Source: an optimization exercise on an open RTL-to-GDS flow (aim: small area and a short achievable clock period). Production flows keep margins and buffers that such runs may drop.
RTL that was checked went through simulation tests only; none was proved equivalent to the original.
Only the layout flow was run in runs 3 to 6; the RTL was not checked for function there.
Power is estimated from default activity; no workload was simulated.

`flow/run.sh`:
```
#!/bin/bash
# synth_recipe.tcl (not shown) runs the flow's synth.tcl, then flattens the netlist and writes it again
# the make line also repeats each setting of config.mk as NAME=value (left out here)
make -C /OpenROAD-flow-scripts/flow DESIGN_CONFIG=/design/flow/config.mk WORK_HOME=/design/flow/orfs CLKGATE_MAP_FILE= SYNTH_SCRIPT=/design/flow/synth_recipe.tcl finish
```
`flow/config.mk`:
```
export PLATFORM = sky130hd
export DESIGN_NAME = mc_fifo
export DESIGN_NICKNAME = mc_fifo
export VERILOG_FILES = /design/flow/design.v
export SDC_FILE = /design/flow/constraint.sdc
export NUM_CORES = 4
export LEC_CHECK = 0
export CAP_MARGIN = 20
export CORE_MARGIN = 2
export CORE_UTILIZATION = 50
export CTS_CLUSTER_DIAMETER = 60
export CTS_CLUSTER_SIZE = 30
export SETUP_SLACK_MARGIN = 2.0
export SLEW_MARGIN = 20
export SYNTH_HIERARCHICAL = 1
export SYNTH_MINIMUM_KEEP_SIZE = 0
```
`flow/constraint.sdc`:
```
create_clock -name core_clock -period 4.0 [get_ports {clk}]
set_input_delay 0.8000 -clock core_clock [delete_from_list [all_inputs] [get_ports {clk}]]
set_output_delay 0.8000 -clock core_clock [all_outputs]
set_load 0.01 [all_outputs]
```
`flow/design.v`:
```
package mc_fifo_pkg;
    localparam int DEF_WIDTH     = 8;
    localparam int DEF_DEPTH     = 32;
    localparam int DEF_CHANNELS  = 4;
    localparam int DEF_AF_MARGIN = 2;
    localparam int DEF_AE_MARGIN = 2;
    function automatic int width_of(input int n);
        width_of = (n <= 1) ? 1 : $clog2(n);
    endfunction
endpackage
module mc_fifo_ctrl
#(
    parameter int DEPTH     = mc_fifo_pkg::DEF_DEPTH,
    parameter int AF_MARGIN = mc_fifo_pkg::DEF_AF_MARGIN,
    parameter int AE_MARGIN = mc_fifo_pkg::DEF_AE_MARGIN
) (
    input  logic                                    wr_req,
    input  logic                                    rd_req,
    input  logic                                    clear_err,
    input  logic [mc_fifo_pkg::width_of(DEPTH):0]   count_q,
    input  logic                                    empty_q,
    input  logic                                    af_q,
    input  logic                                    ae_q,
    input  logic                                    overflow_q,
    input  logic                                    underflow_q,
    output logic                                    wr_acc,
    output logic                                    rd_acc,
    output logic [mc_fifo_pkg::width_of(DEPTH):0]   count_d,
    output logic                                    empty_d,
    output logic                                    af_d,
    output logic                                    ae_d,
    output logic                                    overflow_d,
    output logic                                    underflow_d
);
    localparam int AW    = mc_fifo_pkg::width_of(DEPTH);
    localparam int CNT_W = AW + 1;
    if (AF_MARGIN + 1 > DEPTH - 1) begin : g_bad_af
        $error("mc_fifo_ctrl: AF_MARGIN must leave room for the look-ahead compare");
    end
    logic full, inc, dec;
    assign full = count_q[AW];
    assign wr_acc = wr_req && !full;
    assign rd_acc = rd_req && !empty_q;
    assign inc = wr_acc && !rd_acc;
    assign dec = rd_acc && !wr_acc;
    always_comb begin
        count_d = count_q;
        empty_d = empty_q;
        af_d    = af_q;
        ae_d    = ae_q;
        if (inc) begin
            count_d = count_q + 1'b1;
            empty_d = 1'b0;
            af_d    = (count_q >= CNT_W'(DEPTH - AF_MARGIN - 1));
            ae_d    = (count_q <= CNT_W'(AE_MARGIN - 1));
        end else if (dec) begin
            count_d = count_q - 1'b1;
            empty_d = (count_q == CNT_W'(1));
            af_d    = (count_q >= CNT_W'(DEPTH - AF_MARGIN + 1));
            ae_d    = (count_q <= CNT_W'(AE_MARGIN + 1));
        end
    end
    always_comb begin
        overflow_d  = clear_err ? 1'b0 : overflow_q;
        underflow_d = clear_err ? 1'b0 : underflow_q;
        if (wr_req && full) begin
            overflow_d = 1'b1;
        end
        if (rd_req && empty_q) begin
            underflow_d = 1'b1;
        end
    end
endmodule
module mc_fifo_dec #(
    parameter int AW = 5
) (
    input  logic [AW-1:0]      idx,
    output logic [(1<<AW)-1:0] sel
);
    for (genvar s = 0; s < (1 << AW); s++) begin : g_sel
        assign sel[s] = (idx == AW'(s));
    end
endmodule
module mc_fifo_aomux #(
    parameter int N = 32,
    parameter int W = 8
) (
    input  logic [N-1:0]   sel,
    input  logic [N*W-1:0] d,
    output logic [W-1:0]   q
);
    always_comb begin
        q = '0;
        for (int s = 0; s < N; s++) begin
            q = q | ({W{sel[s]}} & d[s*W +: W]);
        end
    end
endmodule
module mc_fifo_aotree32 #(
    parameter int W = 8
) (
    input  logic [31:0]   sel,
    input  logic [32*W-1:0] d,
    output logic [W-1:0]  q
);
    for (genvar b = 0; b < W; b++) begin : g_bit
        logic [3:0]  grp;
        logic [1:0]  half_n;
        for (genvar k = 0; k < 4; k++) begin : g_grp
            logic [7:0] dk;
            for (genvar j = 0; j < 8; j++) begin : g_d
                assign dk[j] = d[(8*k+j)*W + b];
            end
            mc_fifo_ao8 u_ao (
                .sel (sel[8*k +: 8]),
                .d   (dk),
                .y   (grp[k])
            );
        end
        mc_fifo_nor2 u_nor0 (.a (grp[0]), .b (grp[1]), .y (half_n[0]));
        mc_fifo_nor2 u_nor1 (.a (grp[2]), .b (grp[3]), .y (half_n[1]));
        mc_fifo_nand2 u_out (.a (half_n[0]), .b (half_n[1]), .y (q[b]));
    end
endmodule
module mc_fifo_ao8 (
    input  logic [7:0] sel,
    input  logic [7:0] d,
    output logic       y
);
    assign y = |(sel & d);
endmodule
module mc_fifo_nor2 (
    input  logic a, b,
    output logic y
);
    assign y = !(a || b);
endmodule
module mc_fifo_nand2 (
    input  logic a, b,
    output logic y
);
    assign y = !(a && b);
endmodule
module mc_fifo_aomux_n #(
    parameter int N = 4,
    parameter int W = 6
) (
    input  logic [N-1:0]   sel,
    input  logic [N*W-1:0] d_n,
    output logic [W-1:0]   q
);
    always_comb begin
        q = '0;
        for (int s = 0; s < N; s++) begin
            q = q | ({W{sel[s]}} & ~d_n[s*W +: W]);
        end
    end
endmodule
module mc_fifo
#(
    parameter int WIDTH     = mc_fifo_pkg::DEF_WIDTH,
    parameter int DEPTH     = mc_fifo_pkg::DEF_DEPTH,
    parameter int CHANNELS  = mc_fifo_pkg::DEF_CHANNELS,
    parameter int AF_MARGIN = mc_fifo_pkg::DEF_AF_MARGIN,
    parameter int AE_MARGIN = mc_fifo_pkg::DEF_AE_MARGIN
) (
    input  logic                          clk,
    input  logic                          reset,
    input  logic                          write_en,
    input  logic [mc_fifo_pkg::width_of(CHANNELS)-1:0] wr_ch,
    input  logic [WIDTH-1:0]              data_in,
    input  logic                          read_en,
    input  logic [mc_fifo_pkg::width_of(CHANNELS)-1:0] rd_ch,
    input  logic                          clear_err,
    output logic [WIDTH-1:0]              data_out,
    output logic                          data_valid,
    output logic [CHANNELS-1:0]           full,
    output logic [CHANNELS-1:0]           empty,
    output logic [CHANNELS-1:0]           almost_full,
    output logic [CHANNELS-1:0]           almost_empty,
    output logic [mc_fifo_pkg::width_of(DEPTH):0]      rd_count,
    output logic [CHANNELS-1:0]           overflow,
    output logic [CHANNELS-1:0]           underflow
);
    localparam int CW = mc_fifo_pkg::width_of(CHANNELS);
    localparam int AW = mc_fifo_pkg::width_of(DEPTH);
    if ((DEPTH < 4) || ((DEPTH & (DEPTH - 1)) != 0)) begin : g_bad_depth
        $error("mc_fifo: DEPTH must be a power of two and at least 4");
    end
    if (CHANNELS < 1) begin : g_bad_channels
        $error("mc_fifo: CHANNELS must be at least 1");
    end
    if ((AF_MARGIN < 1) || (AF_MARGIN > DEPTH - 1)) begin : g_bad_af
        $error("mc_fifo: AF_MARGIN must be in 1..DEPTH-1");
    end
    if ((AE_MARGIN < 1) || (AE_MARGIN > DEPTH - 1)) begin : g_bad_ae
        $error("mc_fifo: AE_MARGIN must be in 1..DEPTH-1");
    end
    logic [CHANNELS-1:0] wr_req, rd_req, wr_acc, rd_acc;
    logic [AW-1:0]       count_lo_a [CHANNELS];
    logic [AW:0]         count_n_a [CHANNELS];
    logic [WIDTH-1:0]    head_a  [CHANNELS];
    logic [(1<<CW)-1:0]  rd_oh;
    mc_fifo_dec #(.AW(CW)) u_rd_dec (
        .idx (rd_ch),
        .sel (rd_oh)
    );
    for (genvar g = 0; g < CHANNELS; g++) begin : g_ch
        assign wr_req[g] = write_en && (wr_ch == CW'(g));
        assign rd_req[g] = read_en && rd_oh[g];
        logic [AW-1:0] count_lo_q;
        logic          full_q, empty_q, af_q, ae_q, overflow_q, underflow_q;
        logic [AW:0]   count_n_q;
        logic [AW:0]   count_d;
        logic          empty_d, af_d, ae_d, overflow_d, underflow_d;
        mc_fifo_ctrl #(
            .DEPTH     (DEPTH),
            .AF_MARGIN (AF_MARGIN),
            .AE_MARGIN (AE_MARGIN)
        ) u_ctrl (
            .wr_req      (wr_req[g]),
            .rd_req      (rd_req[g]),
            .clear_err   (clear_err),
            .count_q     ({full_q, count_lo_q}),
            .empty_q     (empty_q),
            .af_q        (af_q),
            .ae_q        (ae_q),
            .overflow_q  (overflow_q),
            .underflow_q (underflow_q),
            .wr_acc      (wr_acc[g]),
            .rd_acc      (rd_acc[g]),
            .count_d     (count_d),
            .empty_d     (empty_d),
            .af_d        (af_d),
            .ae_d        (ae_d),
            .overflow_d  (overflow_d),
            .underflow_d (underflow_d)
        );
        always_ff @(posedge clk or posedge reset) begin
            if (reset) begin
                count_lo_q  <= '0;
                full_q      <= 1'b0;
                count_n_q   <= '1;
                empty_q     <= 1'b1;
                af_q        <= 1'b0;
                ae_q        <= 1'b1;
                overflow_q  <= 1'b0;
                underflow_q <= 1'b0;
            end else begin
                count_lo_q  <= count_d[AW-1:0];
                full_q      <= count_d[AW];
                count_n_q   <= ~count_d;
                empty_q     <= empty_d;
                af_q        <= af_d;
                ae_q        <= ae_d;
                overflow_q  <= overflow_d;
                underflow_q <= underflow_d;
            end
        end
        assign full[g]         = full_q;
        assign empty[g]        = empty_q;
        assign almost_full[g]  = af_q;
        assign almost_empty[g] = ae_q;
        assign overflow[g]     = overflow_q;
        assign underflow[g]    = underflow_q;
        assign count_lo_a[g]   = count_lo_q;
        assign count_n_a[g]    = count_n_q;
        logic [WIDTH-1:0] sr_q [DEPTH];
        logic [WIDTH-1:0] rot  [DEPTH];
        always_ff @(posedge clk) begin
            if (wr_acc[g]) begin
                sr_q[0] <= data_in;
                for (int i = 1; i < DEPTH; i++) begin
                    sr_q[i] <= sr_q[i-1];
                end
            end
        end
        for (genvar s = 0; s < DEPTH; s++) begin : g_rot
            assign rot[s] = sr_q[(s + DEPTH - 1) % DEPTH];
        end
        logic [DEPTH-1:0]       rsel;
        logic [DEPTH*WIDTH-1:0] rot_flat;
        for (genvar s = 0; s < DEPTH; s++) begin : g_flat
            assign rot_flat[s*WIDTH +: WIDTH] = rot[s];
        end
        mc_fifo_dec #(.AW(AW)) u_dec (
            .idx (count_lo_a[g]),
            .sel (rsel)
        );
        if (DEPTH == 32) begin : g_tree
            mc_fifo_aotree32 #(.W(WIDTH)) u_mux (
                .sel (rsel),
                .d   (rot_flat),
                .q   (head_a[g])
            );
        end else begin : g_flat_mux
            mc_fifo_aomux #(.N(DEPTH), .W(WIDTH)) u_mux (
                .sel (rsel),
                .d   (rot_flat),
                .q   (head_a[g])
            );
        end
    end
    logic [CHANNELS*(AW+1)-1:0]   count_flat;
    logic [(CHANNELS+1)*WIDTH-1:0] dsel_flat;
    logic [WIDTH-1:0]              data_out_q, data_out_d;
    logic                          data_valid_q;
    logic                          rd_any;
    for (genvar g = 0; g < CHANNELS; g++) begin : g_flat
        assign count_flat[g*(AW+1) +: AW+1] = count_n_a[g];
        assign dsel_flat[g*WIDTH +: WIDTH]  = head_a[g];
    end
    assign dsel_flat[CHANNELS*WIDTH +: WIDTH] = data_out_q;
    assign rd_any = |rd_acc;
    mc_fifo_aomux_n #(.N(CHANNELS), .W(AW+1)) u_cnt_mux (
        .sel (rd_oh[CHANNELS-1:0]),
        .d_n (count_flat),
        .q   (rd_count)
    );
    mc_fifo_aomux #(.N(CHANNELS+1), .W(WIDTH)) u_dout_mux (
        .sel ({!rd_any, rd_acc}),
        .d   (dsel_flat),
        .q   (data_out_d)
    );
    always_ff @(posedge clk or posedge reset) begin
        if (reset) begin
            data_out_q   <= '0;
            data_valid_q <= 1'b0;
        end else begin
            data_valid_q <= rd_any;
            data_out_q   <= data_out_d;
        end
    end
    assign data_out   = data_out_q;
    assign data_valid = data_valid_q;
endmodule
```
==> results of run 1 <==
## path summary, 6_finish.rpt
| kind | slack [ns] | endpoint | depth (start not counted) |
|---|---|---|---|
| max in group asynchronous | 2.90 | g_ch[1].count_n_q[3]$_DFF_PP1_ | 3 |
| min in group core_clock | 0.44 | g_ch[3].sr_q[8][0]$_DFFE_PP_ | 0 |
| setup / recovery | 1.61 | rd_count[3] | 3 |
| setup reg to reg | 1.67 | data_out_q[1]$_DFF_PP0_ | 10 |
| hold / removal | 0.43 | g_ch[3].underflow_q$_DFF_PP0_ | 2 |
| hold reg to reg | 0.44 | g_ch[3].sr_q[8][0]$_DFFE_PP_ | 0 |
## synthesized netlist by cell type (16+ instances only)
cell / count / area (um^2)
nand2b_1: 26 / 163
inv_1: 45 / 169
xnor2_1: 16 / 140
edfxtp_1: 1024 / 30700
nand2_1: 64 / 240
nand3_1: 16 / 80.1
dfstp_2: 32 / 841
nor2_1: 225 / 845
nand4_1: 132 / 826
dfrtp_1: 45 / 1130
a22oi_1: 524 / 3930
buf_4: 24 / 180
## repair_timing
| item | in CTS | in global routing |
|---|---|---|
| buffers inserted | 91 | 51 |
| setup endpoints to repair | 817 | 595 |
| pin swaps | 71 | 79 |
| resized for setup | 550 | 85 |
| cloned | 12 | 1 |
## power by group through the flow
stage               sequential [W]  combinational [W]  clock (W)
finish                      0.0145            0.00826    0.00840
CTS                         0.0145            0.00744    0.00854
global placement            0.0148            0.00553          0
floorplan                   0.0143            0.00345          0
detailed placement          0.0149            0.00559          0
global route                0.0145            0.00868    0.00894
## cell usage in the layout (no fill, tap or decap), drive strengths merged, types with 5 or more instances in the layout
| master | instances |
|---|---|
| bufinv | 10 |
| o2111ai | 6 |
| nand2 | 64 |
| inv | 85 |
| dfstp | 32 |
| xnor2 | 16 |
| buf | 203 |
| and3 | 9 |
| a22oi | 524 |
| a222oi | 8 |
| nand2b | 34 |
| ha | 12 |
| nor4 | 5 |
| nor2 | 229 |
| nand3 | 16 |
| dfrtp | 45 |
| o21ai | 16 |
| nand4 | 132 |
| clkdlybuf4s50 | 11 |
| nand3b | 12 |
| clkbuf | 76 |
| clkinvlp | 5 |
| or3b | 12 |
| edfxtp | 1024 |
| clkinv | 19 |
| o211ai | 8 |
| and2 | 5 |
## cells by family (layout without fill, tap and decap cells)
| kind of cell | after synthesis | count (layout) | share of synthesized area (%) |
|---|---|---|---|
| flops | 1101 | 1101 | 80.1 |
| compound gates | 598 | 598 | 11.1 |
| simple gates | 532 | 532 | 6.74 |
| buf+inv | 98 | 412 | 1.18 |
| xor+xnor | 20 | 20 | 0.429 |
| fa+ha+maj | 12 | 12 | 0.368 |
| mux | 4 | 4 | 0.0981 |
## per-stage QoR
stage                     instances  power, W  instance area (um^2)  worst slack, ns  util [%]
final                          3739    0.0311                 48200             1.61      59.7
after global routing           3739    0.0321                 48200             1.57      59.7
after CTS                      3687    0.0304                 47400             1.59      58.7
after detailed placement       3456    0.0205                 42800            0.698      53.1
after global placement         3456    0.0204                 42800            0.794      53.1
after floorplan                2365    0.0178                 41000             1.62         -
## routing by layer
| metal | vias to the layer above | GRT usage [%] | wire, um |
|---|---|---|---|
| met4 | 2 | 6.64 | 2630 |
| li1 | 10200 | - | - |
| met5 | - | 0 | 13 |
| met3 | 149 | 4.87 | 9990 |
| met1 | 12200 | 36.3 | 43700 |
| met2 | 1196 | 34.9 | 45700 |
## state kept, by name, summed over array words and instances (netlist names)
register / flops
g_ch.overflow_q: 4
g_ch.af_q: 4
g_ch.underflow_q: 4
g_ch.empty_q: 4
g_ch.count_lo_q: 20
g_ch.count_n_q: 24
data_valid_q: 1
data_out_q: 8
g_ch.full_q: 4
g_ch.sr_q: 1024
g_ch.ae_q: 4
## Yosys stat by module (local to each module, per instance), a selection
| module | flip-flops and latches | area [um^2] | cells inside |
|---|---|---|---|
| mc_fifo | 1101 | 33100 | 1160 |
| mc_fifo_nor2 | 0 | 3.75 | 1 |
| mc_fifo_nand2 | 0 | 3.75 | 1 |
| mc_fifo_ao8 | 0 | 36.3 | 5 |
## final cells by class
type                    instances  share of cell area [%]
clock buffers                  75                    3.81
repair buffers                218                    4.19
inverters                      54                   0.616
flip-flops and latches       1101                    68.0
repair inverters               12                   0.229
multi-input cells            1166                    18.8
well taps                    1060                    2.75
clock inverters                53                    1.61
## worst register-to-register path, cell delays in order (launching register included)
cell and delay, ns:
dfrtp_2 0.41, buf_4 0.15, or3b_4 0.30, buf_12 0.12, nor2_4 0.07, a22oi_2 0.21, nand4_1 0.15, nor2_2 0.22
nand2_2 0.13, a222oi_1 0.36, nand2_1 0.08
==> metrics.md, run 1 <==
| Metric | Value |
|---|---|
| Leak Pwr | roughly 15 nW |
| CTS Buffer Depth | 3 |
| Crit path arrival time | about 1.6 ns |
| Multi-input gate area in the final layout | just over 9000 um^2 |
| Clock network fraction of design power | about 27% |
| GRT Resource Usage Total | 23.8% |
| Net Sw Power | roughly 0.010 W |
| Min-delay worst type | in2async |
| Gate Count Post-Synth | between 2k and 2.5k |
| Actual transition at the worst max-transition pin | between 0.6 and 0.7 ns |
| Seq. cell area | roughly 33,000 um^2 |
| Worst reg2reg path startpoint | g_ch[3].count_lo_q[3]$_DFF_PP0_ |
| Number of vias per cell | approximately 6.4 |
| # clock sinks | 1,101 |
| Violation count after the first detailed-routing iteration | between 3k and 4k |
| Sum of negative setup slack | 0 ns |
| Fraction of layout instances using a drive strength above 1 | between 20% and 30% |
| Final RePlAce weighted congestion | 0.900 |
| Final period demand of the worst path | about 2.4 ns |
| I/O pin cnt | 56 |
| Vias in the first global route | 22.6k |
| Worst Hold Slack | between 0.4 and 0.5 ns |
| Worst-path fanout max | 1 |
| Via count | between 20k and 25k |
| Peak VDD IR | about 340 uV |
| Proportion of synthesized chip area in sequential cells | approximately four fifths |
| Remaining Overflow, GRT | 0 |
| Die width | 290 um |
| Crit-path cells | nand2b_1 > o2111ai_1 > buf_2 |
| Bufs and invs on worst path | 1 |
| Maximum level of the CTS H-tree | 3 |
| Post-synthesis async set-or-reset flop share | under 10% |
| Synth Warn # | 31 |
| Clk root buf | clkbuf_16 |
| Die H | 290 um |
| Worst Setup End Kind | output port |
| Critical path type | reg2out |
| Most used flip-flop cell after synthesis | edfxtp_1 |
| Final Cycle Share | between 50 and 60% |
| Clock tree from TritonCTS | built |
| Number of CTS-inserted buffers | 70 |
| Final Hold Violating Endpoints | 0 |
| Internal | 0.0209 W |
| Slowest stage cell on the critical path | dfstp_2 |
| Core Area | 80,700 um^2 |
| RSZ-0062 raised after global routing | true |
| Reg clk slew, reported paths | about 0.09 ns |
| Worst Skew | about 0.026 ns |
| Initial Utilization | 50.6% |
| Reg power frac | 46.5% |
| Area added between synthesis and finish | 18.0% |
| Routed wire length | ~100,000 um |
| Achievable Freq | 419 MHz |
| Initial antenna violation count | 4 |
| Category of cells accounting for the largest share of critical-path delay | flip-flops |
| Reported max-cap violation count | 0 |
| Largest incremental delay on the critical path | roughly 0.56 ns |
| Gate power share | about a quarter |
| Drt first pass iters | 5 |
| Critical path origin | g_ch[3].count_n_q[3]$_DFF_PP1_ |
| Synth cell types | 50 |
| Pin count of the biggest net entering global routing | 69 |
| Total Die Area | between 80,000 and 90,000 um^2 |
| Antenna Violating Nets Remaining | 0 |
| Total number of placement rows | approximately 100 |
| Layout Nets | 2,652 |
| Fillers | just under 6k |
| Run status | complete, no violations |
| Endpoints failing setup | 0 |
| Number of synthesized flops with an enable pin | about 1k |
| Final max-slew violation count | 0 |
| Post-cts hold buffer count | 0 |
| Critical path required time | around 3.2 ns |
| HPWL reported at the end of detailed placement | 61,300 um |
| Total DRC errors in the routed layout | 0 |
| Post-detailed-route wirelength per cell | approximately 27 um |
| Wire length of the first global-routing pass | about 150,000 um |
| Mean instance size in the synthesized netlist | 17.3 um^2 |
| Ant diodes | 0 |
| Critical path startpoint category | flop |
| Normalized max-slew margin | between 50 and 60% |
| Number of register bits inferred by synthesis | 1,101 |
| Synthesized area | 40,800 um^2 |
| Sw frac | between 30% and 40% |
| Number of buffers inserted by port buffering | 55 |
| Power per standard cell area | between 600 and 700 nW/um^2 |
| Clock Latency Late Sink | about 0.65 ns |
==> run 2: changes to the inputs <==
--- a/flow/config.mk
+++ b/flow/config.mk
@@ -10,5 +10,5 @@
 export CORE_UTILIZATION = 50
-export CTS_CLUSTER_DIAMETER = 60
+export CTS_CLUSTER_DIAMETER = 70
 export CTS_CLUSTER_SIZE = 30
-export SETUP_SLACK_MARGIN = 2.0
+export SETUP_SLACK_MARGIN = 1.8
 export SLEW_MARGIN = 20
==> metrics.md, run 2 <==
| Metric | Value |
|---|---|
| Run status | complete, no violations |
| CTS Buffer Depth | 3 |
| Final period demand of the worst path | 2.42 ns |
| Clock tree from TritonCTS | built |
| Critical path startpoint category | input pin |
| Proportion of netlist area held by the largest area contributor | 75.3% |
| GRT Resource Usage Total | around 23% |
| Leak Pwr | approximately 15 nW |
| Commonest cells in the synthesized netlist | 1,024 x edfxtp_1, 524 x a22oi_1, 225 x nor2_1, 132 x nand4_1, 64 x nand2_1 |
| Synthesized area | just over 40,000 um^2 |
| RSZ-0062 raised after global routing | true |
| Synth Warn # | 31 |
| Power per standard cell area | ~600 nW/um^2 |
| Die H | approximately 290 um |
| Commonest cells after routing, fill and taps aside | 1,024 x edfxtp_1, 478 x a22oi_1, 132 x nand4_1, 94 x nor2_4, 92 x buf_4 |
| Initial Utilization | ~50% |
| Vias in the first global route | approximately 22k |
| Reg clk slew, reported paths | roughly 0.1 ns |
| Worst-path fanout max | 7 |
| Die width | 290 um |
| Number of synthesized flops with an enable pin | between 1k and 1.5k |
| Remaining Overflow, GRT | 0 |
| Gate Count Post-Synth | between 2k and 2.5k |
| Most instantiated library cell after synthesis | edfxtp_1 |
| Number of buffers inserted by port buffering | 55 |
| Routed wire length | about 100,000 um |
| Fraction of layout instances using a drive strength above 1 | a little under a quarter |
| Synth cell types | 50 |
| DP Cell Count | roughly 3.5k |
| Most used flip-flop cell after synthesis | edfxtp_1 |
| Top register by number of flip-flops | g_ch.sr_q |
| Proportion of synthesized chip area in sequential cells | between 80% and 90% |
| Worst setup slack before clock tree synthesis | between 0.6 and 0.7 ns |
| Biggest area contributors in the synthesized netlist | edfxtp_1 75%, a22oi_1 9.6%, dfrtp_1 2.8%, nor2_1 2.1%, dfstp_2 2.1% |
| Critical path required time | 3.20 ns |
| HPWL reported at the end of detailed placement | around 60,000 um |
| Total DRC errors in the routed layout | 0 |
| Mean instance size in the synthesized netlist | approximately 17 um^2 |
| Post-DP Area | 42,800 um^2 |
| Endpoints failing setup | 0 |
| Reported max-cap violation count | 0 |
| Crit path arrival time | around 1.6 ns |
| I/O pin cnt | 56 |
| Share of cell area taken by muxes after synthesis | 0.0981% |
| Compound-Gate Fraction of Synth Area | around 11% |
| Final max-slew violation count | 0 |
| Total number of placement rows | 104 |
| Synth Area in Simple Gates | ~6.7% |
| Antenna Violating Nets Remaining | 0 |
| Flip-flop count of the largest register after layout | between 1k and 1.5k |
| Core utilization of the finished layout | slightly below 60% |
| Peak VDD IR | between 300 and 400 uV |
| Maximum level of the CTS H-tree | 2 |
| Worst Skew | about 0.022 ns |
| Post-synthesis async set-or-reset flop share | under 10% |
| Post-detailed-route wirelength per cell | between 20 and 30 um |
| Final RePlAce weighted congestion | between 0.8 and 0.9 |
| Post-Synth Adder-Cell Area | less than 1% |
| Final Hold Violating Endpoints | 0 |
| Initial antenna violation count | 1 |
| Min-delay worst type | reg2reg |
| Registers with the highest flip-flop counts | g_ch.sr_q x1024, g_ch.count_n_q x24, g_ch.count_lo_q x20 |
| Core Area | a little over 80,000 um^2 |
| Critical path type | in2out |
| Violation count after the first detailed-routing iteration | around 3.0k |
| Normalized max-slew margin | 45.7% |
| Achievable Freq | 413 MHz |
| Number of vias per cell | roughly 6.3 |
| Actual transition at the worst max-transition pin | about 0.8 ns |
| Worst Setup End Kind | output port |
| Ant diodes | 0 |
| Number of CTS-inserted buffers | about 50 |
| Count of non-filler cells in the finished layout | approximately 3.7k |
| Pin count of the biggest net entering global routing | 72 |
| Wire length of the first global-routing pass | roughly 140,000 um |
| XOR/XNOR share of the synthesized area | 0.429% |
| Layout Nets | roughly 2.6k |
| Clk root buf | clkbuf_16 |
| Most common cell after layout, fill and taps aside | edfxtp_1 |
| Multi-input gate area in the final layout | a little over 9000 um^2 |
| # clock sinks | about 1.1k |
| Number of register bits inferred by synthesis | 1,101 |
| Drt first pass iters | 6 |
| Final Cycle Share | around three fifths |
| Final worst slack | ~1.6 ns |
| Via count | roughly 23k |
| Fillers | 5,959 |
| Total Die Area | about 84,000 um^2 |
| Area added between synthesis and finish | 15.5% |
| Post-cts hold buffer count | 0 |
| Final std cell area, no fill | approximately 47,000 um^2 |
| Clock Latency Late Sink | 0.65 ns |
| Combinational family with the most area after synthesis | compound AO/OA/AOI/OAI gates |
| Seq. cell area | 32,700 um^2 |
| Cell type with the largest total area after synthesis | edfxtp_1 |
| Sum of negative setup slack | 0 ns |
## run 2: critical path: stages
cell and delay, ns:
buf_2 0.13, and2b_4 0.35, nand2b_1 0.08, o2111ai_1 0.08, buf_2 0.17
## run 2: modules after synthesis, one instance, submodules excluded, excerpt
module | cell area, um^2 | copies in the design | cells | flops+latches
mc_fifo | 33100 | 1 | 1160 | 1101
mc_fifo_nand2 | 3.75 | 32 | 1 | 0
mc_fifo_ao8 | 36.3 | 128 | 5 | 0
mc_fifo_nor2 | 3.75 | 64 | 1 | 0
## run 2: routing by layer
layer,wire (um),track usage (%)
met1,43200,34.9
met2,45400,34.4
met3,8930,4.72
met4,2590,6.03
met5,0,0
## run 2: stage by stage
step / hold slack, ns / total power [W]
after global routing: 0.447 / 0.0302
after detailed placement: 0.433 / 0.0205
final: 0.442 / 0.0292
after CTS: 0.445 / 0.0285
after global placement: 0.427 / 0.0204
after floorplan: 0.427 / 0.0178
## run 2: report_power, final
group          total [W]  switching (W)  internal [W]
clock network    0.00670        0.00381       0.00290
registers         0.0144       0.000748        0.0136
logic            0.00806        0.00517       0.00289
total             0.0292        0.00972        0.0194
## run 2: final timing paths
kind,slack (ns),startpoint,cells past startpoint,end
max in group asynchronous,2.63,reset,3,g_ch[1].empty_q$_DFF_PP1_
setup reg to reg,1.71,g_ch[0].count_lo_q[1]$_DFF_PP0_,10,data_out_q[6]$_DFF_PP0_
setup / recovery,1.58,rd_ch[0],5,rd_count[5]
min in group asynchronous,0.64,reset,2,g_ch[3].underflow_q$_DFF_PP0_
hold / removal,0.44,g_ch[2].sr_q[16][6]$_DFFE_PP_,0,g_ch[2].sr_q[17][6]$_DFFE_PP_
hold reg to reg,0.44,g_ch[2].sr_q[16][6]$_DFFE_PP_,0,g_ch[2].sr_q[17][6]$_DFFE_PP_
## run 2: what timing repair did
action	4_1_cts	5_1_grt
buffers inserted	72	39
endpoints found under the hold margin	0	0
cloned	4	3
resized for setup	423	118
pin swaps	37	109
endpoints found under the setup margin	492	501
## run 2: cell type report
cell class                      instances  share of cell area, %
Timing Repair inverter                  7                  0.162
Timing Repair Buffer                  189                   3.77
Multi-Input combinational cell       1166                   19.3
Tap cell                             1060                   2.81
Sequential cell                      1101                   69.4
Clock buffer                           63                   3.00
Inverter                               54                  0.661
Clock inverter                         31                  0.868
## run 2: cell families (layout without fill, tap and decap cells)
family / Yosys count / in the layout
and+or+nand+nor: 532 / 532
AOI/OAI and AO/OA: 598 / 598
adders and majority gates: 12 / 12
DFF: 1101 / 1101
muxes: 4 / 4
xor gates and xnor gates: 20 / 20
buffers and inverters: 98 / 344
==> run 3: changes to the inputs <==
--- a/flow/design.v
+++ b/flow/design.v
@@ -158,2 +158,14 @@
 endmodule
+module mc_fifo_mux2i (
+    input  logic s, a, b,
+    output logic y
+);
+    assign y = !(s ? b : a);
+endmodule
+module mc_fifo_inv (
+    input  logic a,
+    output logic y
+);
+    assign y = !a;
+endmodule
 module mc_fifo
@@ -314,7 +326,17 @@
     assign rd_any = |rd_acc;
-    mc_fifo_aomux_n #(.N(CHANNELS), .W(AW+1)) u_cnt_mux (
-        .sel (rd_oh[CHANNELS-1:0]),
-        .d_n (count_flat),
-        .q   (rd_count)
-    );
+    if (CHANNELS == 4) begin : g_cnt_tree
+        for (genvar b = 0; b <= AW; b++) begin : g_bit
+            logic m01, m23, mq_n;
+            mc_fifo_mux2i u_m01 (.s (rd_ch[0]), .a (count_flat[0*(AW+1)+b]), .b (count_flat[1*(AW+1)+b]), .y (m01));
+            mc_fifo_mux2i u_m23 (.s (rd_ch[0]), .a (count_flat[2*(AW+1)+b]), .b (count_flat[3*(AW+1)+b]), .y (m23));
+            mc_fifo_mux2i u_mq  (.s (rd_ch[1]), .a (m01), .b (m23), .y (mq_n));
+            mc_fifo_inv   u_inv (.a (mq_n), .y (rd_count[b]));
+        end
+    end else begin : g_cnt_mux
+        mc_fifo_aomux_n #(.N(CHANNELS), .W(AW+1)) u_cnt_mux (
+            .sel (rd_oh[CHANNELS-1:0]),
+            .d_n (count_flat),
+            .q   (rd_count)
+        );
+    end
     mc_fifo_aomux #(.N(CHANNELS+1), .W(WIDTH)) u_dout_mux (
==> metrics.md, run 3 <==
| Metric | Value |
|---|---|
| Run status | complete, no violations |
| Post-cts hold buffer count | 0 |
| Initial Utilization | just over 50% |
| Total DRC errors in the routed layout | 0 |
| Fillers | between 6k and 7k |
| Via count | about 23k |
| Critical path type | reg2out |
| Synth cell types | 49 |
| Commonest cells in the synthesized netlist | 1,024 x edfxtp_1, 524 x a22oi_1, 225 x nor2_1, 132 x nand4_1, 64 x nand2_1 |
| Drt first pass iters | 6 |
| Peak VDD IR | 369 uV |
| Final Hold Violating Endpoints | 0 |
| Normalized max-slew margin | 35.0% |
| Antenna Violating Nets Remaining | 0 |
| Bufs and invs on worst path | 2 |
| Mean instance size in the synthesized netlist | between 15 and 20 um^2 |
| Synth Warn # | 30 |
| Core Area | about 80,000 um^2 |
| Number of register bits inferred by synthesis | 1,101 |
| Pin count of the biggest net entering global routing | 78 |
| Leak Pwr | 14.7 nW |
| Clk root buf | clkbuf_16 |
| Power per standard cell area | roughly 610 nW/um^2 |
| Seq. cell area | roughly 33,000 um^2 |
| Library cell appearing most often on the critical path | mux2i_1 |
| GRT Resource Usage Total | approximately 23% |
| Post-DP Area | around 43,000 um^2 |
| Achievable Freq | between 400 and 500 MHz |
| Clock tree from TritonCTS | built |
| Category of cells accounting for the largest share of critical-path delay | flip-flops |
| Cell type with the largest total area after synthesis | edfxtp_1 |
| Top register by number of flip-flops | g_ch.sr_q |
| Post-layout power | roughly 0.029 W |
| Proportion of netlist area held by the largest area contributor | between 70% and 80% |
| Area added between synthesis and finish | 14.7% |
| Multi-input gate area in the final layout | ~9000 um^2 |
| Registers with the highest flip-flop counts | g_ch.sr_q x1024, g_ch.count_n_q x24, g_ch.count_lo_q x20 |
| Number of CTS-inserted buffers | 50 |
| Post-detailed-route wirelength per cell | 27.2 um |
| Total number of placement rows | between 100 and 150 |
| I/O pin cnt | 56 |
| Sum of negative setup slack | 0 ns |
| Die width | slightly below 300 um |
| Number of buffers inserted by port buffering | 55 |
| Commonest cells after routing, fill and taps aside | 1,024 x edfxtp_1, 479 x a22oi_1, 132 x nand4_1, 94 x buf_4, 87 x nor2_2 |
| Number of synthesized flops with an enable pin | roughly 1k |
| Initial antenna violation count | 6 |
| Reported max-cap violation count | 0 |
| Vias in the first global route | approximately 22k |
| CTS Buffer Depth | 3 |
| Most common cell after layout, fill and taps aside | edfxtp_1 |
| Critical path startpoint category | flop |
| Largest incremental delay on the critical path | 0.60 ns |
| Slowest stage cell on the critical path | dfstp_2 |
| Min-delay worst type | reg2reg |
| HPWL reported at the end of detailed placement | 62,200 um |
| Worst Setup End Kind | output port |
| Layout Nets | roughly 2.6k |
| Endpoints failing setup | 0 |
| Number of vias per cell | 6.37 |
| Worst-path fanout max | 1 |
| Wire length of the first global-routing pass | roughly 150,000 um |
| Biggest area contributors in the synthesized netlist | edfxtp_1 75%, a22oi_1 9.6%, dfrtp_1 2.8%, nor2_1 2.1%, dfstp_2 2.1% |
| Final std cell area, no fill | 46,900 um^2 |
| Final RePlAce weighted congestion | approximately 0.85 |
| Crit-path cells | mux2i_1 > mux2i_1 > inv_1 > buf_2 |
| Most instantiated library cell after synthesis | edfxtp_1 |
| Internal reg-to-reg setup slack | 1.71 ns |
| Remaining Overflow, GRT | 0 |
| Routed wire length | ~100,000 um |
| Critical path required time | 3.20 ns |
| Proportion of synthesized chip area in sequential cells | 80.1% |
| Final max-slew violation count | 0 |
| RSZ-0062 raised after global routing | true |
| Die H | 290 um |
| # clock sinks | 1,101 |
| Most used flip-flop cell after synthesis | edfxtp_1 |
| Violation count after the first detailed-routing iteration | 3,123 |
| Gate Count Post-Synth | 2,364 |
| Maximum level of the CTS H-tree | 2 |
| Synthesized area | 40,900 um^2 |
| Post-synthesis async set-or-reset flop share | 6.99% |
| Worst Skew | just under 0.03 ns |
| Crit path arrival time | between 1.5 and 2 ns |
| Final Cycle Share | roughly 62% |
| Reg clk slew, reported paths | between 0.1 and 0.15 ns |
| Fraction of layout instances using a drive strength above 1 | about a quarter |
| Clock Latency Late Sink | approximately 0.64 ns |
| Final period demand of the worst path | 2.48 ns |
| Total Die Area | roughly 84,000 um^2 |
| Flip-flop count of the largest register after layout | 1,024 |
| Actual transition at the worst max-transition pin | 0.976 ns |
==> run 3: changes by cell type in the layout (fill, tap and decap cells not counted), sizes merged, moves of 2 or more <==
cell           previous run  this run
inv                      72        76
diode                     0         2
dlygate4sd2              12         7
clkinv                   13        10
o2111ai                   6         0
bufinv                    3         1
mux2i                     4        22
clkdlybuf4s15             8        12
nand2b                   34        16
==> run 3: path summary, 6_finish.rpt <==
path,cells past startpoint,startpoint,endpoint
min,0,g_ch[1].sr_q[17][6]$_DFFE_PP_,g_ch[1].sr_q[18][6]$_DFFE_PP_
min reg2reg,0,g_ch[1].sr_q[17][6]$_DFFE_PP_,g_ch[1].sr_q[18][6]$_DFFE_PP_
max,4,g_ch[1].count_n_q[2]$_DFF_PP1_,rd_count[2]
min in group asynchronous,3,reset,g_ch[1].count_lo_q[0]$_DFF_PP0_
max in group asynchronous,3,reset,g_ch[0].count_lo_q[0]$_DFF_PP0_
max reg2reg,8,g_ch[1].count_lo_q[0]$_DFF_PP0_,data_out_q[6]$_DFF_PP0_
==> run 3: where the power goes <==
part,switching [W],internal (W)
Clock,0.00369,0.00266
Sequential,0.000814,0.0137
Combinational,0.00507,0.00287
Total,0.00957,0.0192
==> run 3: per-module statistics from Yosys, one instance, submodules excluded, a selection <==
module	cells	area [um^2]
mc_fifo_ao8	5	36.3
mc_fifo_nand2	1	3.75
mc_fifo_inv	1	3.75
mc_fifo	1160	33100
mc_fifo_mux2i	1	10.0
mc_fifo_nor2	1	3.75
==> run 3: logic make-up (layout without fill, tap and decap cells) <==
kind of cell / count (synthesis) / after routing / synth area share [%]
flip-flops: 1101 / 1101 / 80.1
multiplexers: 22 / 22 / 0.539
buffers and inverters: 103 / 342 / 1.22
AND/OR/NAND/NOR: 514 / 514 / 6.46
adder cells (fa/ha/maj): 12 / 12 / 0.367
other: 0 / 2 / 0
XOR/XNOR: 20 / 20 / 0.429
AO/OA/AOI/OAI: 592 / 592 / 10.9
==> run 3: metal layers <==
metal / vias up / wire length, um / track usage (%)
met4: 0 / 2420 / 5.69
met3: 135 / 8800 / 3.26
li1: 10100 / - / -
met5: - / 0 / 0
met2: 1131 / 45800 / 34.2
met1: 12000 / 42800 / 35.8
==> run 3: per-stage QoR <==
| step | std cells | util [%] | hold slack, ns | setup WS, ns |
|---|---|---|---|---|
| 2_1_floorplan | 2364 | - | 0.427 | 1.62 |
| 3_3_place_gp | 3457 | 53.2 | 0.427 | 0.667 |
| 3_5_place_dp | 3457 | 53.2 | 0.434 | 0.449 |
| 4_1_cts | 3630 | 57.2 | 0.442 | 1.50 |
| 5_1_grt | 3664 | 58.1 | 0.448 | 1.43 |
| 6_report | 3665 | 58.1 | 0.448 | 1.52 |
==> run 3: area by class of cell <==
cell class	count	share of cell area (%)
clock inverter	28	0.702
inverter	59	0.662
clock buffer	65	2.93
timing repair inverter	4	0.0748
multi-input combinational	1160	19.1
tap	1060	2.83
sequential	1101	69.9
timing repair buffer	186	3.80
antenna	2	0.0107
==> run 3: worst register-to-register path: stages, from the launching register on <==
cell,delay (ns)
dfrtp_2,0.52
or3b_4,0.36
nor2_4,0.10
a22oi_1,0.19
nand4_1,0.17
nor2_1,0.24
nand2_1,0.19
a22oi_2,0.29
nand2_1,0.09
==> run 3: timing repair <==
| item | CTS | global route |
|---|---|---|
| pin swaps | 44 | 112 |
| cloned | 5 | 0 |
| resized for setup | 433 | 98 |
| endpoints found under the setup margin | 326 | 121 |
| buffers inserted | 75 | 33 |
==> run 4: changes to the inputs <==
--- a/flow/config.mk
+++ b/flow/config.mk
@@ -12,3 +12,3 @@
 export CTS_CLUSTER_SIZE = 30
-export SETUP_SLACK_MARGIN = 1.8
+export SETUP_SLACK_MARGIN = 2.1
 export SLEW_MARGIN = 20
==> metrics.md, run 4 <==
| Metric | Value |
|---|---|
| Initial antenna violation count | 2 |
| Achievable Freq | between 300 and 400 MHz |
| Mean instance size in the synthesized netlist | around 17 um^2 |
| Initial Utilization | about half |
| Area added between synthesis and finish | 16.1% |
| Synthesized area | 40,900 um^2 |
| Worst Setup End Kind | output port |
| Flip-flop count of the largest register after layout | around 1.0k |
| Antenna Violating Nets Remaining | 0 |
| Most instantiated library cell after synthesis | edfxtp_1 |
| Fraction of layout instances using a drive strength above 1 | 25.3% |
| Number of synthesized flops with an enable pin | 1,024 |
| Synth cell types | 49 |
| Final period demand of the worst path | 2.50 ns |
| Reported max-cap violation count | 0 |
| Final Hold Violating Endpoints | 0 |
| Proportion of netlist area held by the largest area contributor | around three quarters |
| Normalized max-slew margin | between 50 and 60% |
| Clk root buf | clkbuf_16 |
| I/O pin cnt | 56 |
| Most congested layer reported by global routing | met1 |
| Synth Warn # | 30 |
| Violation count after the first detailed-routing iteration | a little under 3k |
| Via count | around 23k |
| Worst Skew | ~0.039 ns |
| Critical path type | reg2out |
| Met3 routing resource usage after global routing | 4.56% |
| Core utilization of the finished layout | about three fifths |
| Commonest cells after routing, fill and taps aside | 1,024 x edfxtp_1, 476 x a22oi_1, 132 x nand4_1, 100 x buf_4, 90 x nor2_4 |
| Leak Pwr | around 15 nW |
| Drt first pass iters | 7 |
| Maximum level of the CTS H-tree | 2 |
| R2R depth | 8 |
| Actual transition at the worst max-transition pin | slightly below 0.7 ns |
| Reg clk slew, reported paths | between 0.1 and 0.15 ns |
| Min-delay worst type | reg2reg |
| Routed wire length | slightly above 100,000 um |
| Sum of negative setup slack | 0 ns |
| Crit path arrival time | between 1.5 and 2 ns |
| Proportion of synthesized chip area in sequential cells | 80.1% |
| # clock sinks | approximately 1.1k |
| CTS Buffer Depth | 3 |
| Layout Nets | roughly 2.6k |
| Commonest cells in the synthesized netlist | 1,024 x edfxtp_1, 524 x a22oi_1, 225 x nor2_1, 132 x nand4_1, 64 x nand2_1 |
| Endpoints failing setup | 0 |
| RSZ-0062 raised after global routing | true |
| Worst-path fanout max | 1 |
| Registers with the highest flip-flop counts | g_ch.sr_q x1024, g_ch.count_n_q x24, g_ch.count_lo_q x20 |
| Core Area | 80,700 um^2 |
| Worst reg2reg path startpoint | g_ch[2].count_lo_q[4]$_DFF_PP0_ |
| Terminus of the critical flop-to-flop path | data_out_q[6]$_DFF_PP0_ |
| Run status | complete, no violations |
| Hold Crit Depth | 0 |
| Met2 usage in global routing | between 30% and 40% |
| Final Cycle Share | ~63% |
| Remaining Overflow, GRT | 0 |
| Most used flip-flop cell after synthesis | edfxtp_1 |
| Top register by number of flip-flops | g_ch.sr_q |
| Clock Latency Late Sink | about 0.67 ns |
| Number of CTS-inserted buffers | 52 |
| Die width | 290 um |
| Pin count of the biggest net entering global routing | 75 |
| Total Die Area | 84,000 um^2 |
| GRT Resource Usage Total | about a quarter |
| Source of the worst hold timing path | g_ch[1].sr_q[0][2]$_DFFE_PP_ |
| Die H | between 200 and 300 um |
| Wire length of the first global-routing pass | approximately 150,000 um |
| Cell type with the largest total area after synthesis | edfxtp_1 |
| Number of vias per cell | about 6.4 |
| Gate Count Post-Synth | 2,364 |
| Post-synthesis async set-or-reset flop share | about 7.0% |
| Post-detailed-route wirelength per cell | ~27 um |
| Final RePlAce weighted congestion | ~0.85 |
| Peak VDD IR | 421 uV |
| Internal reg-to-reg setup slack | 1.67 ns |
| Biggest area contributors in the synthesized netlist | edfxtp_1 75%, a22oi_1 9.6%, dfrtp_1 2.8%, nor2_1 2.1%, dfstp_2 2.1% |
| Number of buffers inserted by port buffering | between 50 and 60 |
| Total DRC errors in the routed layout | 0 |
| Vias in the first global route | approximately 23k |
| Clock tree from TritonCTS | built |
| GRT met1 Usage | about 36% |
| Critical path required time | roughly 3.2 ns |
| End of the worst hold path | g_ch[1].sr_q[1][2]$_DFFE_PP_ |
| Power per standard cell area | 615 nW/um^2 |
| Critical path startpoint category | flop |
| HPWL reported at the end of detailed placement | about 61,000 um |
| Number of register bits inferred by synthesis | 1,101 |
| Final max-slew violation count | 0 |
| Most common cell after layout, fill and taps aside | edfxtp_1 |
| Total number of placement rows | approximately 100 |
==> run 4: final cells by class <==
class | instances | area (um^2)
diodes | 1 | 2.50
well taps | 1060 | 1330
multi-input cells | 1160 | 9020
repair inverters | 12 | 105
fillers | 6071 | 33200
flip-flops and latches | 1101 | 32800
repair buffers | 203 | 2070
inverters | 59 | 318
clock buffers | 63 | 1430
clock inverters | 32 | 407
==> run 4: repair_timing <==
item	in CTS	in global routing
cloned	16	0
endpoints found under the setup margin	1128	84
hold buffers	0	0
buffers inserted	104	18
pin swaps	109	70
gates resized for setup	573	68
==> run 4: worst max path at each step <==
stage	startpoint	end	slack (ns)
6_report	g_ch[1].count_n_q[2]$_DFF_PP1_	rd_count[2]	1.50
5_1_grt	g_ch[1].count_n_q[2]$_DFF_PP1_	rd_count[2]	1.39
4_1_cts	g_ch[1].count_n_q[0]$_DFF_PP1_	rd_count[0]	1.46
2_1_floorplan	wr_ch[0]	g_ch[0].count_n_q[4]$_DFF_PP1_	1.62
3_3_place_gp	rd_ch[1]	data_out_q[6]$_DFF_PP0_	0.64
3_5_place_dp	rd_ch[1]	data_out_q[6]$_DFF_PP0_	0.41
==> run 4: critical path: stages, from the launching register on <==
cell and delay (ns):
dfstp_2 0.60, mux2i_1 0.09, mux2i_1 0.15, inv_1 0.06, buf_2 0.14
==> run 4: cell families after synthesis <==
kind of cell | synth area share, %
simple gates | 6.46
flops | 80.1
mux | 0.539
compound gates | 10.9
xor+xnor | 0.429
fa+ha+maj | 0.367
buf+inv | 1.22
==> run 4: per-module statistics from Yosys (local to each module, per instance), a selection <==
module / cells inside / times used / cell area, um^2 / flip-flops and latches
mc_fifo_nand2: 1 / 32 / 3.75 / 0
mc_fifo_ao8: 5 / 128 / 36.3 / 0
mc_fifo_inv: 1 / 6 / 3.75 / 0
mc_fifo_mux2i: 1 / 18 / 10.0 / 0
mc_fifo_nor2: 1 / 64 / 3.75 / 0
mc_fifo: 1160 / 1 / 33100 / 1101
==> run 4: report_power, final <==
part           switching (W)  internal (W)
registers           0.000833        0.0137
logic                0.00510       0.00291
clock network        0.00385       0.00282
==> run 4: routing by layer <==
metal	wire length [um]	share of wire, %	up-vias
met5	0	0	-
met4	2290	2.3	0
met3	9430	9.3	128
met2	45800	45	1081
met1	43500	43	12100
li1	-	-	10200
==> run 4: metrics by stage <==
step                      std cells  hold slack [ns]  setup WS, ns  cell area, um^2  power, W
after CTS                      3672            0.437          1.46            47000    0.0289
after detailed placement       3457            0.434         0.408            42900    0.0205
after floorplan                2364            0.427          1.62            41000    0.0178
final                          3691            0.437          1.50            47400    0.0292
after global placement         3457            0.427         0.644            42900    0.0204
after global routing           3690            0.436          1.39            47400    0.0302
==> run 5: changes to the inputs <==
--- a/flow/design.v
+++ b/flow/design.v
@@ -77,2 +77,3 @@
     input  logic [AW-1:0]      idx,
+    input  logic               en,
     output logic [(1<<AW)-1:0] sel
@@ -80,3 +81,3 @@
     for (genvar s = 0; s < (1 << AW); s++) begin : g_sel
-        assign sel[s] = (idx == AW'(s));
+        assign sel[s] = en && (idx == AW'(s));
     end
@@ -98,13 +99,15 @@
 endmodule
-module mc_fifo_aotree32 #(
+module mc_fifo_rdtree128 #(
     parameter int W = 8
 ) (
-    input  logic [31:0]   sel,
-    input  logic [32*W-1:0] d,
-    output logic [W-1:0]  q
+    input  logic [127:0]     sel,
+    input  logic [128*W-1:0] d,
+    input  logic             hold,
+    input  logic [W-1:0]     q_hold,
+    output logic [W-1:0]     q
 );
     for (genvar b = 0; b < W; b++) begin : g_bit
-        logic [3:0]  grp;
-        logic [1:0]  half_n;
-        for (genvar k = 0; k < 4; k++) begin : g_grp
+        logic [15:0] grp;
+        logic [3:0]  quad_n;
+        for (genvar k = 0; k < 16; k++) begin : g_grp
             logic [7:0] dk;
@@ -113,17 +116,34 @@
             end
-            mc_fifo_ao8 u_ao (
-                .sel (sel[8*k +: 8]),
-                .d   (dk),
-                .y   (grp[k])
+            if (k < 15) begin : g_ao8
+                mc_fifo_ao8 u_ao (
+                    .sel (sel[8*k +: 8]),
+                    .d   (dk),
+                    .y   (grp[k])
+                );
+            end else begin : g_ao9
+                mc_fifo_ao8 #(.N(9)) u_ao (
+                    .sel ({hold, sel[8*k +: 8]}),
+                    .d   ({q_hold[b], dk}),
+                    .y   (grp[k])
+                );
+            end
+        end
+        for (genvar c = 0; c < 4; c++) begin : g_quad
+            mc_fifo_nor4 u_nor (
+                .a (grp[4*c]), .b (grp[4*c+1]), .c (grp[4*c+2]), .d (grp[4*c+3]),
+                .y (quad_n[c])
             );
         end
-        mc_fifo_nor2 u_nor0 (.a (grp[0]), .b (grp[1]), .y (half_n[0]));
-        mc_fifo_nor2 u_nor1 (.a (grp[2]), .b (grp[3]), .y (half_n[1]));
-        mc_fifo_nand2 u_out (.a (half_n[0]), .b (half_n[1]), .y (q[b]));
+        mc_fifo_nand4 u_out (
+            .a (quad_n[0]), .b (quad_n[1]), .c (quad_n[2]), .d (quad_n[3]),
+            .y (q[b])
+        );
     end
 endmodule
-module mc_fifo_ao8 (
-    input  logic [7:0] sel,
-    input  logic [7:0] d,
-    output logic       y
+module mc_fifo_ao8 #(
+    parameter int N = 8
+) (
+    input  logic [N-1:0] sel,
+    input  logic [N-1:0] d,
+    output logic         y
 );
@@ -131,2 +151,14 @@
 endmodule
+module mc_fifo_nor4 (
+    input  logic a, b, c, d,
+    output logic y
+);
+    assign y = !(a || b || c || d);
+endmodule
+module mc_fifo_nand4 (
+    input  logic a, b, c, d,
+    output logic y
+);
+    assign y = !(a && b && c && d);
+endmodule
 module mc_fifo_nor2 (
@@ -213,3 +245,4 @@
     logic [AW:0]         count_n_a [CHANNELS];
-    logic [WIDTH-1:0]    head_a  [CHANNELS];
+    logic [CHANNELS*DEPTH-1:0]       all_sel;
+    logic [CHANNELS*DEPTH*WIDTH-1:0] all_d;
     logic [(1<<CW)-1:0]  rd_oh;
@@ -217,2 +250,3 @@
         .idx (rd_ch),
+        .en  (1'b1),
         .sel (rd_oh)
@@ -292,23 +326,11 @@
         end
-        logic [DEPTH-1:0]       rsel;
-        logic [DEPTH*WIDTH-1:0] rot_flat;
-        for (genvar s = 0; s < DEPTH; s++) begin : g_flat
-            assign rot_flat[s*WIDTH +: WIDTH] = rot[s];
-        end
+        logic [DEPTH-1:0] rsel;
         mc_fifo_dec #(.AW(AW)) u_dec (
             .idx (count_lo_a[g]),
+            .en  (rd_acc[g]),
             .sel (rsel)
         );
-        if (DEPTH == 32) begin : g_tree
-            mc_fifo_aotree32 #(.W(WIDTH)) u_mux (
-                .sel (rsel),
-                .d   (rot_flat),
-                .q   (head_a[g])
-            );
-        end else begin : g_flat_mux
-            mc_fifo_aomux #(.N(DEPTH), .W(WIDTH)) u_mux (
-                .sel (rsel),
-                .d   (rot_flat),
-                .q   (head_a[g])
-            );
+        for (genvar s = 0; s < DEPTH; s++) begin : g_flat
+            assign all_sel[g*DEPTH + s]                = rsel[s];
+            assign all_d[(g*DEPTH + s)*WIDTH +: WIDTH] = rot[s];
         end
@@ -316,3 +338,2 @@
     logic [CHANNELS*(AW+1)-1:0]   count_flat;
-    logic [(CHANNELS+1)*WIDTH-1:0] dsel_flat;
     logic [WIDTH-1:0]              data_out_q, data_out_d;
@@ -322,5 +343,3 @@
         assign count_flat[g*(AW+1) +: AW+1] = count_n_a[g];
-        assign dsel_flat[g*WIDTH +: WIDTH]  = head_a[g];
     end
-    assign dsel_flat[CHANNELS*WIDTH +: WIDTH] = data_out_q;
     assign rd_any = |rd_acc;
@@ -341,7 +360,17 @@
     end
-    mc_fifo_aomux #(.N(CHANNELS+1), .W(WIDTH)) u_dout_mux (
-        .sel ({!rd_any, rd_acc}),
-        .d   (dsel_flat),
-        .q   (data_out_d)
-    );
+    if ((CHANNELS == 4) && (DEPTH == 32)) begin : g_rd_tree
+        mc_fifo_rdtree128 #(.W(WIDTH)) u_rd_mux (
+            .sel    (all_sel),
+            .d      (all_d),
+            .hold   (!rd_any),
+            .q_hold (data_out_q),
+            .q      (data_out_d)
+        );
+    end else begin : g_rd_mux
+        mc_fifo_aomux #(.N(CHANNELS*DEPTH+1), .W(WIDTH)) u_rd_mux (
+            .sel ({!rd_any, all_sel}),
+            .d   ({data_out_q, all_d}),
+            .q   (data_out_d)
+        );
+    end
     always_ff @(posedge clk or posedge reset) begin
==> metrics.md, run 5 <==
| Metric | Value |
|---|---|
| Number of vias per cell | between 6 and 7 |
| Internal reg-to-reg setup slack | 1.42 ns |
| Ant diodes | 0 |
| Final period demand of the worst path | 2.64 ns |
| Cell type with the largest total area after synthesis | edfxtp_1 |
| Worst reg2reg path startpoint | g_ch[0].empty_q$_DFF_PP1_ |
| Slowest stage cell on the critical path | nor4_4 |
| Clock Latency Late Sink | 0.66 ns |
| Commonest cells in the synthesized netlist | 1,024 x edfxtp_1, 492 x a22oi_1, 152 x nor2_1, 136 x nand4_1, 51 x inv_1 |
| Worst Skew | about 0.030 ns |
| Category of cells accounting for the largest share of critical-path delay | simple AND/OR/NAND/NOR gates |
| Post-DP Area | ~44,000 um^2 |
| Largest incremental delay on the critical path | roughly 0.63 ns |
| Endpoints failing setup | 0 |
| Final std cell area, no fill | ~47,000 um^2 |
| Proportion of synthesized chip area in sequential cells | ~80% |
| Total number of placement rows | about 100 |
| Actual transition at the worst max-transition pin | 0.760 ns |
| Crit-path cells | buf_8 > buf_8 > and3_4 > and2_4 > nand2b_4 > inv_8 > nand4b_1 > nor2_1 > a22oi_1 > nand4_1 > nor4_4 > nand4_1 |
| Fillers | approximately 5.9k |
| Normalized max-slew margin | between 40% and 50% |
| Gate Count Post-Synth | 2,281 |
| Synthesized area | 41,000 um^2 |
| Number of CTS-inserted buffers | slightly above 50 |
| Mean instance size in the synthesized netlist | about 18 um^2 |
| Run status | complete, no violations |
| Drt first pass iters | 5 |
| Critical path type | in2reg |
| Min-delay worst type | reg2reg |
| Remaining Overflow, GRT | 0 |
| Post-synthesis async set-or-reset flop share | 6.99% |
| Power per standard cell area | 515 nW/um^2 |
| Die width | between 200 and 300 um |
| Post-cts hold buffer count | 0 |
| GRT Resource Usage Total | between 20% and 30% |
| Number of synthesized flops with an enable pin | ~1k |
| Vias in the first global route | roughly 22k |
| Leak Pwr | about 15 nW |
| Critical path startpoint category | input pin |
| Synth cell types | 50 |
| I/O pin cnt | 56 |
| Most used flip-flop cell after synthesis | edfxtp_1 |
| Antenna Violating Nets Remaining | 0 |
| Clk root buf | clkbuf_16 |
| Number of cells on the critical path | 12 |
| Violation count after the first detailed-routing iteration | roughly 3.2k |
| Fraction of layout instances using a drive strength above 1 | a little under a quarter |
| Seq. cell area | about 33,000 um^2 |
| Commonest cells after routing, fill and taps aside | 1,024 x edfxtp_1, 473 x a22oi_1, 136 x nand4_1, 110 x buf_4, 64 x nor2_1 |
| Layout Nets | between 2k and 3k |
| Worst Setup End Kind | flop |
| R2R depth | 10 |
| Initial antenna violation count | 7 |
| Most instantiated library cell after synthesis | edfxtp_1 |
| Via count | approximately 23k |
| Total DRC errors in the routed layout | 0 |
| Terminus of the critical flop-to-flop path | data_out_q[1]$_DFF_PP0_ |
| # clock sinks | about 1.1k |
| Peak VDD IR | ~330 uV |
| Reg clk slew, reported paths | between 0.1 and 0.15 ns |
| Achievable Freq | around 380 MHz |
| Post-layout power | about 0.024 W |
| Reported max-cap violation count | 0 |
| Number of buffers inserted by port buffering | between 50 and 60 |
| Final RePlAce weighted congestion | between 0.8 and 0.9 |
| Final Cycle Share | 65.9% |
| Source of the worst hold timing path | g_ch[0].sr_q[9][0]$_DFFE_PP_ |
| Registers with the highest flip-flop counts | g_ch.sr_q x1024, g_ch.count_n_q x24, g_ch.count_lo_q x20 |
| Flip-flop count of the largest register after layout | ~1k |
| Post-detailed-route wirelength per cell | ~28 um |
| Wire length of the first global-routing pass | about 150,000 um |
| Initial Utilization | just over 50% |
| Synth Warn # | 28 |
| Top register by number of flip-flops | g_ch.sr_q |
| Core Area | 80,800 um^2 |
| Routed wire length | a little over 100,000 um |
| Proportion of netlist area held by the largest area contributor | 75.0% |
| Final Hold Violating Endpoints | 0 |
| Total Die Area | 84,300 um^2 |
| Critical path required time | 4.52 ns |
| Die H | slightly below 300 um |
| RSZ-0062 raised after global routing | true |
| Area added between synthesis and finish | 14.8% |
| Bufs and invs on worst path | 3 |
| HPWL reported at the end of detailed placement | 66,500 um |
| Multi-input gate area in the final layout | 8750 um^2 |
| Maximum level of the CTS H-tree | 2 |
| Biggest area contributors in the synthesized netlist | edfxtp_1 75%, a22oi_1 9.0%, dfrtp_1 2.7%, nand4_1 2.1%, dfstp_2 2.1% |
| Most common cell after layout, fill and taps aside | edfxtp_1 |
| End of the worst hold path | g_ch[0].sr_q[10][0]$_DFFE_PP_ |
| Final max-slew violation count | 0 |
| Number of register bits inferred by synthesis | 1,101 |
| Pin count of the biggest net entering global routing | 78 |
| Hold Crit Depth | 0 |
| Crit path arrival time | approximately 3.2 ns |
| Worst-path fanout max | 8 |
| CTS Buffer Depth | 3 |
| Clock tree from TritonCTS | built |
==> run 5: cell types whose count changed after synthesis, sizes merged, moves of 8 or more <==
cell and change:
a22o +8, nor4 +32, nand4bb +12, nor2 -65, nand3b -12, a221oi +8
a22oi -32, nand2 -40, nand4b +12, or3b -12
==> run 5: modules after synthesis, one instance, submodules excluded, a selection <==
| module | times used | flip-flops and latches |
|---|---|---|
| mc_fifo | 1 | 1101 |
| mc_fifo_ao8 | 120 | 0 |
| mc_fifo_nor4 | 32 | 0 |
| mc_fifo_mux2i | 18 | 0 |
| mc_fifo_nand4 | 8 | 0 |
| mc_fifo_inv | 6 | 0 |
==> run 5: area by class of cell <==
cell class | count | area share (%)
Clock buffer | 58 | 2.79
Tap cell | 1060 | 2.82
Clock inverter | 34 | 0.918
Timing Repair inverter | 8 | 0.160
Sequential cell | 1101 | 69.6
Multi-Input combinational cell | 1084 | 18.6
Timing Repair Buffer | 210 | 4.38
Inverter | 59 | 0.692
==> run 5: report_power, final <==
group	switching [W]	internal [W]
Clock	0.00381	0.00267
Combinational	0.00188	0.00121
Sequential	0.00104	0.0136
==> run 5: kinds of logic (layout without fill, tap and decap cells) <==
logic type / after synthesis / count (layout) / synth area share [%]
flops: 1101 / 1101 / 79.8
compound gates: 576 / 576 / 10.8
simple gates: 450 / 450 / 6.84
buf+inv: 99 / 369 / 1.21
mux: 22 / 22 / 0.537
xor+xnor: 20 / 20 / 0.427
fa+ha+maj: 12 / 12 / 0.366
other cells: 1 / 4 / 0.00915
==> run 5: worst max path at each step <==
| stage | start | to | slack (ns) |
|---|---|---|---|
| floorplan | rd_ch[1] | data_out_q[0]$_DFF_PP0_ | 1.45 |
| global placement | rd_ch[1] | data_out_q[7]$_DFF_PP0_ | -0.22 |
| detailed placement | rd_ch[1] | data_out_q[7]$_DFF_PP0_ | -0.28 |
| CTS | g_ch[3].count_n_q[4]$_DFF_PP1_ | rd_count[4] | 1.38 |
| global route | g_ch[0].empty_q$_DFF_PP1_ | data_out_q[1]$_DFF_PP0_ | 1.30 |
| finish | rd_ch[0] | data_out_q[3]$_DFF_PP0_ | 1.36 |
==> run 5: per-layer routing <==
layer / global-route usage (%) / up-vias / share of wire, %
met5: 0 / - / 0.048
met4: 5.37 / 6 / 2.3
met3: 4.70 / 153 / 9.0
met2: 34.8 / 1104 / 45
met1: 36.1 / 11900 / 44
li1: - / 10000 / -
==> run 5: through the flow <==
| step | std cells | setup WS, ns | utilization [%] | setup TNS [ns] | hold slack, ns |
|---|---|---|---|---|---|
| 6_report | 3614 | 1.36 | 58.2 | 0 | 0.443 |
| 5_1_grt | 3614 | 1.30 | 58.2 | 0 | 0.457 |
| 4_1_cts | 3599 | 1.38 | 57.8 | 0 | 0.441 |
| 3_5_place_dp | 3434 | -0.277 | 53.9 | -0.764 | 0.434 |
| 3_3_place_gp | 3434 | -0.222 | 53.9 | -0.541 | 0.428 |
| 2_1_floorplan | 2284 | 1.45 | - | 0 | 0.425 |
==> run 5: timing repair <==
item / 4_1_cts / 5_1_grt
resized for setup: 407 / 46
setup endpoints to repair: 1087 / 261
cloned: 10 / 2
endpoints found under the hold margin: 0 / 0
pin swaps: 77 / 42
setup buffers: 63 / 13
==> run 6: changes to the inputs <==
--- a/flow/config.mk
+++ b/flow/config.mk
@@ -12,3 +12,3 @@
 export CTS_CLUSTER_SIZE = 30
-export SETUP_SLACK_MARGIN = 2.1
+export SETUP_SLACK_MARGIN = 1.8
 export SLEW_MARGIN = 20
==> metrics.md, run 6 <==
| Metric | Value |
|---|---|
| Die width | 290 um |
| Reg power frac | between 60% and 70% |
| Total Die Area | 84,300 um^2 |
| Worst Hold Slack | ~0.45 ns |
| DP Cell Count | 3,461 |
| Critical path type | in2reg |
| Die H | 290 um |
| Core Area | between 80,000 and 90,000 um^2 |
| Gate power share | between 10% and 20% |
| Final Hold Violating Endpoints | 0 |
| Area added between synthesis and finish | 15.7% |
| Mean instance size in the synthesized netlist | approximately 18 um^2 |
| Maximum level of the CTS H-tree | 2 |
| Category of cells accounting for the largest share of critical-path delay | simple AND/OR/NAND/NOR gates |
| Sw frac | between 20% and 30% |
| Most common cell after layout, fill and taps aside | edfxtp_1 |
| Reported max-cap violation count | 0 |
| Power per standard cell area | 513 nW/um^2 |
| Share of cell area taken by muxes after synthesis | less than 1% |
| Post-cts hold buffer count | 0 |
| Run status | complete, no violations |
| Actual transition at the worst max-transition pin | between 0.7 and 0.8 ns |
| Top register by number of flip-flops | g_ch.sr_q |
| Synth cell types | 50 |
| Crit-path cells | buf_12 > buf_16 > and3b_1 > and2_4 > nand2b_4 > inv_4 > nand4b_1 > nor2_1 > a22oi_1 > nand4_1 > nor4_4 > buf_4 > nand4_1 |
| RSZ-0062 raised after global routing | true |
| Violation count after the first detailed-routing iteration | roughly 3.2k |
| CTS Buffer Depth | 3 |
| GRT Resource Usage Total | approximately a quarter |
| Peak VDD IR | 309 uV |
| Routed wire length | 101,000 um |
| Post-Synth Adder-Cell Area | less than 1% |
| Post-synthesis async set-or-reset flop share | 6.99% |
| Clk root buf | clkbuf_16 |
## run 6: cell counts after synthesis
No cell type changed its count.
## run 6: final timing paths
| check | from | end | slack (ns) | depth (start not counted) |
|---|---|---|---|---|
| max in group asynchronous | reset | g_ch[3].ae_q$_DFF_PP1_ | 2.50 | 3 |
| worst max-delay path | rd_ch[0] | data_out_q[2]$_DFF_PP0_ | 1.32 | 13 |
| worst min register to register | g_ch[2].sr_q[29][0]$_DFFE_PP_ | g_ch[2].sr_q[30][0]$_DFFE_PP_ | 0.45 | 0 |
| min in group asynchronous | reset | data_out_q[1]$_DFF_PP0_ | 0.72 | 2 |
| worst min-delay path | g_ch[2].sr_q[29][0]$_DFFE_PP_ | g_ch[2].sr_q[30][0]$_DFFE_PP_ | 0.45 | 0 |
| worst max register to register | g_ch[1].count_lo_q[3]$_DFF_PP0_ | data_out_q[2]$_DFF_PP0_ | 1.40 | 8 |
## run 6: worst register-to-register path, cell delays in order (launching register included)
cell and delay, ns:
dfrtp_1 0.73, nand4bb_4 0.29, nor2_1 0.11, buf_4 0.18, a22oi_1 0.16, nand4_1 0.21
nor4_4 0.52, buf_4 0.20, nand4_1 0.07
## run 6: cell families after synthesis
logic type	after synthesis
AND/OR/NAND/NOR	450
adder cells (fa/ha/maj)	12
other	1
flip-flops	1101
multiplexers	22
AO/OA/AOI/OAI	576
XOR/XNOR	20
buffers and inverters	99
## run 6: through the flow
step,TNS [ns],total power (W),worst slack (ns)
floorplan,0,0.0159,1.42
finish,0,0.0243,1.32
global route,0,0.0252,1.28
global placement,-0.424,0.0172,-0.180
CTS,0,0.0243,1.35
detailed placement,-0.577,0.0173,-0.199
## run 6: per-module statistics from Yosys, one instance, submodules excluded, a selection
module	cells inside	flops+latches
mc_fifo_nor4	1	0
mc_fifo_nand4	1	0
mc_fifo_mux2i	1	0
mc_fifo_ao8	5	0
mc_fifo_inv	1	0
mc_fifo	1161	1101
## run 6: routing by layer
layer / global-route usage [%] / vias up / wire length [um]
li1: - / 10100 / -
met1: 36.7 / 12100 / 44600
met2: 35.0 / 1119 / 46000
met3: 3.65 / 137 / 8320
met4: 4.80 / 2 / 1930
met5: 0 / - / 14
## run 6: final cells by class
type / instances / area (um^2) / area share [%]
clock buffer: 62 / 1400 / 2.96
timing repair inverter: 8 / 75.1 / 0.158
inverter: 59 / 333 / 0.702
multi-input combinational: 1084 / 8880 / 18.7
clock inverter: 32 / 414 / 0.874
timing repair buffer: 235 / 2220 / 4.69
antenna: 2 / 5.00 / 0.0106
sequential: 1101 / 32700 / 69.1
tap: 1060 / 1330 / 2.80
## run 6: repair_timing
item	CTS	global route
setup endpoints to repair	584	434
pin swaps	46	36
cloned	9	3
gates resized for setup	335	68
setup buffers	52	22
## run 6: power by group through the flow
stage                     combinational [W]  clock [W]  sequential [W]
after global routing                0.00320    0.00717          0.0148
after floorplan                     0.00164          0          0.0143
after CTS                           0.00285    0.00679          0.0147
final                               0.00300    0.00663          0.0147
after detailed placement            0.00246          0          0.0149
after global placement              0.00239          0          0.0148

Re-timed with assumed drivers on the ports (clkbuf_16 on the clock, buf_2 on other inputs), run 6 has 1.321 ns of setup slack against 1.321 ns with ideal ports, and 0.634 ns once port delays also move by the mid clock arrival of 0.698 ns.
